From an optimization exercise on the open Yosys and OpenROAD flow, aimed at small area; shortcuts taken in it are not production practice.

Design seu_window_controller, start of the top module:
module seu_window_controller #(
  parameter int NCH = seu_window_controller_pkg::NCH_DEF,
  parameter int CNT_W = seu_window_controller_pkg::CNT_W_DEF,
  parameter int WIN_W = seu_window_controller_pkg::WIN_W_DEF,
  localparam int SEL_W = seu_window_controller_pkg::sel_w(NCH)
) (
  input  logic                 clock,
  input  logic                 reset,
  input  logic                 start,
  input  logic                 stop,
  input  logic                 continuous,
  input  logic [WIN_W-1:0]     window_len,
  input  logic [NCH*CNT_W-1:0] err_count,
  output logic [NCH-1:0]       clear_pulse,
  output logic                 busy,
  output logic                 done,
  output logic                 aborted,
  output logic [15:0]          window_id,
  input  logic                 rd_req,
  input  logic [SEL_W-1:0]     rd_sel,
  output logic                 rd_ack,
  output logic [CNT_W-1:0]     rd_data
);
Size in the first run: ~3100 cells after synthesis, roughly 580 I/O pins, roughly 50000 sq um of cells after synthesis.
==> module seu_snapshot_bank, before the edit <==
module seu_snapshot_bank #(
  parameter int NCH = 7,
  parameter int CNT_W = 64,
  parameter int SEL_W = 3,
  parameter int CHUNK0 = 10,
  parameter int CHUNK = 9
) (
  input  logic                 clock,
  input  logic                 reset,
  input  logic                 capture,
  input  logic                 commit,
  input  logic                 zero,
  input  logic [NCH*CNT_W-1:0] err_count,
  input  logic                 rd_req,
  input  logic [SEL_W-1:0]     rd_sel,
  output logic                 rd_ack,
  output logic [CNT_W-1:0]     rd_data
);
  function automatic logic cut(input int i);
    cut = i >= CHUNK0 && (i - CHUNK0) % CHUNK == 0;
  endfunction
  logic [CNT_W-1:0] base_n_q [NCH];
  logic [CNT_W-1:0] sum_q [NCH];
  logic [CNT_W-1:0] cy_q [NCH];     
  logic [CNT_W-1:0] sum_d [NCH];
  logic [CNT_W-1:0] cy_d [NCH];
  logic             snap_zero_q;
  logic [CNT_W-1:0] rd_sum, rd_cy, rd_add;
  always_comb
    for (int k = 0; k < NCH; k++) begin
      logic c;
      cy_d[k] = '0;
      c = 1'b1;
      for (int i = 0; i < CNT_W; i++) begin
        logic a, b;
        if (cut(i)) begin
          cy_d[k][i] = ~c;
          c = 1'b0;
        end
        a = err_count[k*CNT_W + i];
        b = base_n_q[k][i];
        sum_d[k][i] = a ^ b ^ c;
        c = (a & b) | (a & c) | (b & c);
      end
    end
  always_ff @(posedge clock)
    for (int k = 0; k < NCH; k++) begin
      if (capture) base_n_q[k] <= ~err_count[k*CNT_W +: CNT_W];
      if (commit) begin
        sum_q[k] <= sum_d[k];
        for (int i = 0; i < CNT_W; i++) if (cut(i)) cy_q[k][i] <= cy_d[k][i];
      end
    end
  always_ff @(posedge clock)
    if (reset) snap_zero_q <= 1'b1;
    else if (commit) snap_zero_q <= zero;
  always_comb begin
    rd_sum = '0;
    rd_cy = '0;
    if (!reset && !snap_zero_q)
      for (int k = 0; k < NCH; k++)
        if (rd_sel == SEL_W'(k)) begin
          rd_sum = sum_q[k];
          for (int i = 0; i < CNT_W; i++) if (cut(i)) rd_cy[i] = ~cy_q[k][i];
        end
  end
  always_comb begin
    logic k, c1, pre, s, c;
    k = 1'b0;
    c1 = 1'b0;
    pre = 1'b0;
    s = 1'b0;
    c = 1'b0;
    for (int i = 0; i < CNT_W; i++) begin
      if (i < CHUNK0) rd_add[i] = rd_sum[i];
      else if (cut(i)) begin
        s = rd_sum[i];
        c = rd_cy[i];
        rd_add[i] = s ^ c ^ k;
        c1 = (s & c) | (k & (s | c));
        pre = 1'b1;
      end else begin
        rd_add[i] = rd_sum[i] ^ (c1 & pre);
        pre = pre & rd_sum[i];
      end
      if (i + 1 == CNT_W || cut(i + 1)) k = (pre & s & c) | (pre & (s | c) & k);
    end
  end
  always_ff @(posedge clock) begin
    rd_ack <= reset ? 1'b0 : rd_req;
    if (reset || rd_req) rd_data <= rd_add;
  end
endmodule
==> module seu_window_controller, before the edit <==
module seu_window_controller #(
  parameter int NCH = seu_window_controller_pkg::NCH_DEF,
  parameter int CNT_W = seu_window_controller_pkg::CNT_W_DEF,
  parameter int WIN_W = seu_window_controller_pkg::WIN_W_DEF,
  localparam int SEL_W = seu_window_controller_pkg::sel_w(NCH)
) (
  input  logic                 clock,
  input  logic                 reset,
  input  logic                 start,
  input  logic                 stop,
  input  logic                 continuous,
  input  logic [WIN_W-1:0]     window_len,
  input  logic [NCH*CNT_W-1:0] err_count,
  output logic [NCH-1:0]       clear_pulse,
  output logic                 busy,
  output logic                 done,
  output logic                 aborted,
  output logic [15:0]          window_id,
  input  logic                 rd_req,
  input  logic [SEL_W-1:0]     rd_sel,
  output logic                 rd_ack,
  output logic [CNT_W-1:0]     rd_data
);
  seu_window_controller_pkg::state_t state_q, state_d;
  logic [WIN_W-1:0] len_q, cnt_q;
  logic abort_q, zero_q, pre_snap;
  always_ff @(posedge clock) state_q <= reset ? seu_window_controller_pkg::IDLE : state_d;
  always_comb begin
    state_d = state_q;
    busy = state_q != seu_window_controller_pkg::IDLE;
    done = state_q == seu_window_controller_pkg::SNAP;
    pre_snap = busy && !done;
    clear_pulse = {NCH{reset || state_q == seu_window_controller_pkg::CLEAR}};
    case (state_q)
      seu_window_controller_pkg::IDLE:    state_d = start ? seu_window_controller_pkg::CLEAR : seu_window_controller_pkg::IDLE;
      seu_window_controller_pkg::CLEAR:   state_d = stop ? seu_window_controller_pkg::SNAP : seu_window_controller_pkg::SETTLE1;
      seu_window_controller_pkg::SETTLE1: state_d = stop ? seu_window_controller_pkg::SNAP : seu_window_controller_pkg::SETTLE2;
      seu_window_controller_pkg::SETTLE2: state_d = stop ? seu_window_controller_pkg::SNAP : seu_window_controller_pkg::BASE;
      seu_window_controller_pkg::BASE:    state_d = stop ? seu_window_controller_pkg::SNAP : seu_window_controller_pkg::RUN;
      seu_window_controller_pkg::RUN:     state_d = stop || cnt_q[WIN_W-1:1] == '0 ? seu_window_controller_pkg::SNAP : seu_window_controller_pkg::RUN;
      seu_window_controller_pkg::SNAP:    state_d = continuous && !abort_q ? seu_window_controller_pkg::CLEAR : seu_window_controller_pkg::IDLE;
      default: state_d = seu_window_controller_pkg::IDLE;
    endcase
  end
  always_ff @(posedge clock) begin
    if (state_q == seu_window_controller_pkg::IDLE && start) len_q <= window_len;
    cnt_q <= state_q == seu_window_controller_pkg::RUN ? cnt_q - WIN_W'(1) : len_q;
  end
  always_ff @(posedge clock) begin
    abort_q <= stop && pre_snap;
    zero_q <= stop && pre_snap && state_q != seu_window_controller_pkg::RUN;
  end
  always_ff @(posedge clock)
    if (reset) begin
      aborted <= 1'b0;
      window_id <= '0;
    end else if (done) begin
      aborted <= abort_q;
      window_id <= window_id + 16'd1;
    end
  seu_snapshot_bank #(.NCH(NCH), .CNT_W(CNT_W), .SEL_W(SEL_W)) u_bank (
    .clock(clock),
    .reset(reset),
    .capture(state_q == seu_window_controller_pkg::BASE),
    .commit(done),
    .zero(zero_q),
    .err_count(err_count),
    .rd_req(rd_req),
    .rd_sel(rd_sel),
    .rd_ack(rd_ack),
    .rd_data(rd_data)
  );
endmodule
==> flow/config.mk <==
export PLATFORM = sky130hd
export DESIGN_NAME = seu_window_controller
export DESIGN_NICKNAME = seu_window_controller
export VERILOG_FILES = /design/flow/design.v
export SDC_FILE = /design/flow/constraint.sdc
export NUM_CORES = 4
export LEC_CHECK = 0
export CAP_MARGIN = 20
export CORE_MARGIN = 2
export CORE_UTILIZATION = 40
export SLEW_MARGIN = 20
==> flow/constraint.sdc <==
create_clock -name core_clock -period 5.0 [get_ports {clock}]
set_input_delay 1.0000 -clock core_clock [delete_from_list [all_inputs] [get_ports {clock}]]
set_output_delay 1.0000 -clock core_clock [all_outputs]
set_load 0.01 [all_outputs]
standard.sh (not shown) runs the stock make flow with config.mk's settings and CLKGATE_MAP_FILE= SYNTH_SCRIPT=/design/flow/synth_recipe.tcl, a recipe that flattens the netlist after the stock synthesis.
==> flow/flow/run.sh <==
#!/bin/bash
set -euo pipefail
export BUFFER_PORTS_ARGS="-buffer_cell sky130_fd_sc_hd__buf_1"
export CTS_ARGS="-sink_clustering_enable -repair_clock_nets -dont_use_dummy_load -buf_list {sky130_fd_sc_hd__clkbuf_16} -sink_clustering_size 30 -sink_clustering_max_diameter 100"
bash standard.sh finish > flow_make.log 2>&1
The starting point passed the timing, DRC and antenna checks.
Change:
--- a/flow/design.v
+++ b/flow/design.v
@@ -76,17 +76,13 @@
   end
   always_comb begin
-    logic k, c1, pre, s, c;
+    logic k, c1, pre;
     k = 1'b0;
     c1 = 1'b0;
     pre = 1'b0;
-    s = 1'b0;
-    c = 1'b0;
     for (int i = 0; i < CNT_W; i++) begin
       if (i < CHUNK0) rd_add[i] = rd_sum[i];
       else if (cut(i)) begin
-        s = rd_sum[i];
-        c = rd_cy[i];
-        rd_add[i] = s ^ c ^ k;
-        c1 = (s & c) | (k & (s | c));
+        rd_add[i] = rd_sum[i] ^ rd_cy[i] ^ k;
+        c1 = (rd_sum[i] & rd_cy[i]) | (k & (rd_sum[i] | rd_cy[i]));
         pre = 1'b1;
       end else begin
@@ -94,5 +90,5 @@
         pre = pre & rd_sum[i];
       end
-      if (i + 1 == CNT_W || cut(i + 1)) k = (pre & s & c) | (pre & (s | c) & k);
+      if (i + 1 == CNT_W || cut(i + 1)) k = c1 & pre;
     end
   end
@@ -128,4 +124,10 @@
   logic [WIN_W-1:0] len_q, cnt_q;
   logic abort_q, zero_q, pre_snap;
+  logic [WIN_W-1:0] cnt_dec;
+  logic [15:0] id_inc;
+  always_comb begin
+    for (int i = 0; i < WIN_W; i++) cnt_dec[i] = cnt_q[i] ^ ~|(cnt_q & ((WIN_W'(1) << i) - WIN_W'(1)));
+    for (int i = 0; i < 16; i++) id_inc[i] = window_id[i] ^ &(window_id | ~((16'(1) << i) - 16'(1)));
+  end
   always_ff @(posedge clock) state_q <= reset ? seu_window_controller_pkg::IDLE : state_d;
   always_comb begin
@@ -148,5 +150,5 @@
   always_ff @(posedge clock) begin
     if (state_q == seu_window_controller_pkg::IDLE && start) len_q <= window_len;
-    cnt_q <= state_q == seu_window_controller_pkg::RUN ? cnt_q - WIN_W'(1) : len_q;
+    cnt_q <= state_q == seu_window_controller_pkg::RUN ? cnt_dec : len_q;
   end
   always_ff @(posedge clock) begin
@@ -160,5 +162,5 @@
     end else if (done) begin
       aborted <= abort_q;
-      window_id <= window_id + 16'd1;
+      window_id <= id_inc;
     end
   seu_snapshot_bank #(.NCH(NCH), .CNT_W(CNT_W), .SEL_W(SEL_W)) u_bank (
Result: The new run produced a layout that fails on setup timing; sequential share of layout area shrinks by 0.54 points; count of clock-buffer cells in the layout rises by 1; clock skew stays flat; wire length grows by a little under a tenth; core utilization is higher by 0.44 points.
No run of this note included a check of the RTL's function; only the layout flow was run.

## re-timing with driven ports
Ports are ideal in the flow. The routed layouts listed here were re-timed in OpenROAD. Step 1 (the two cells are an assumption about what drives the block):
set clk [get_ports {clock}]
set_driving_cell -lib_cell sky130_fd_sc_hd__clkbuf_16 $clk
set_driving_cell -lib_cell sky130_fd_sc_hd__buf_2 [delete_from_list [all_inputs] $clk]
Step 2 also shifts input and output timing later by t, the mid clock arrival at the registers, as if the neighbouring blocks saw the same clock. Slacks: no drivers / after step 1 / after step 2; pairs: no drivers / after step 1.
| run | shift t [ns] | slack for setup (ns) | hold slack, ns |
|---|---|---|---|
| the first run | 0.708 | 0.208 / 0.197 / -0.511 | 0.455 / 0.433 / 0.455 |
| the second run | 0.743 | -2.967 / -3.051 / -3.794 | 0.396 / 0.396 / 0.396 |
With both steps, setup timing fails in the first run, where it was met with ideal ports. The setup slack of the second run, which loses most, moves by -0.084 ns with the drivers and by -0.827 ns with both steps.
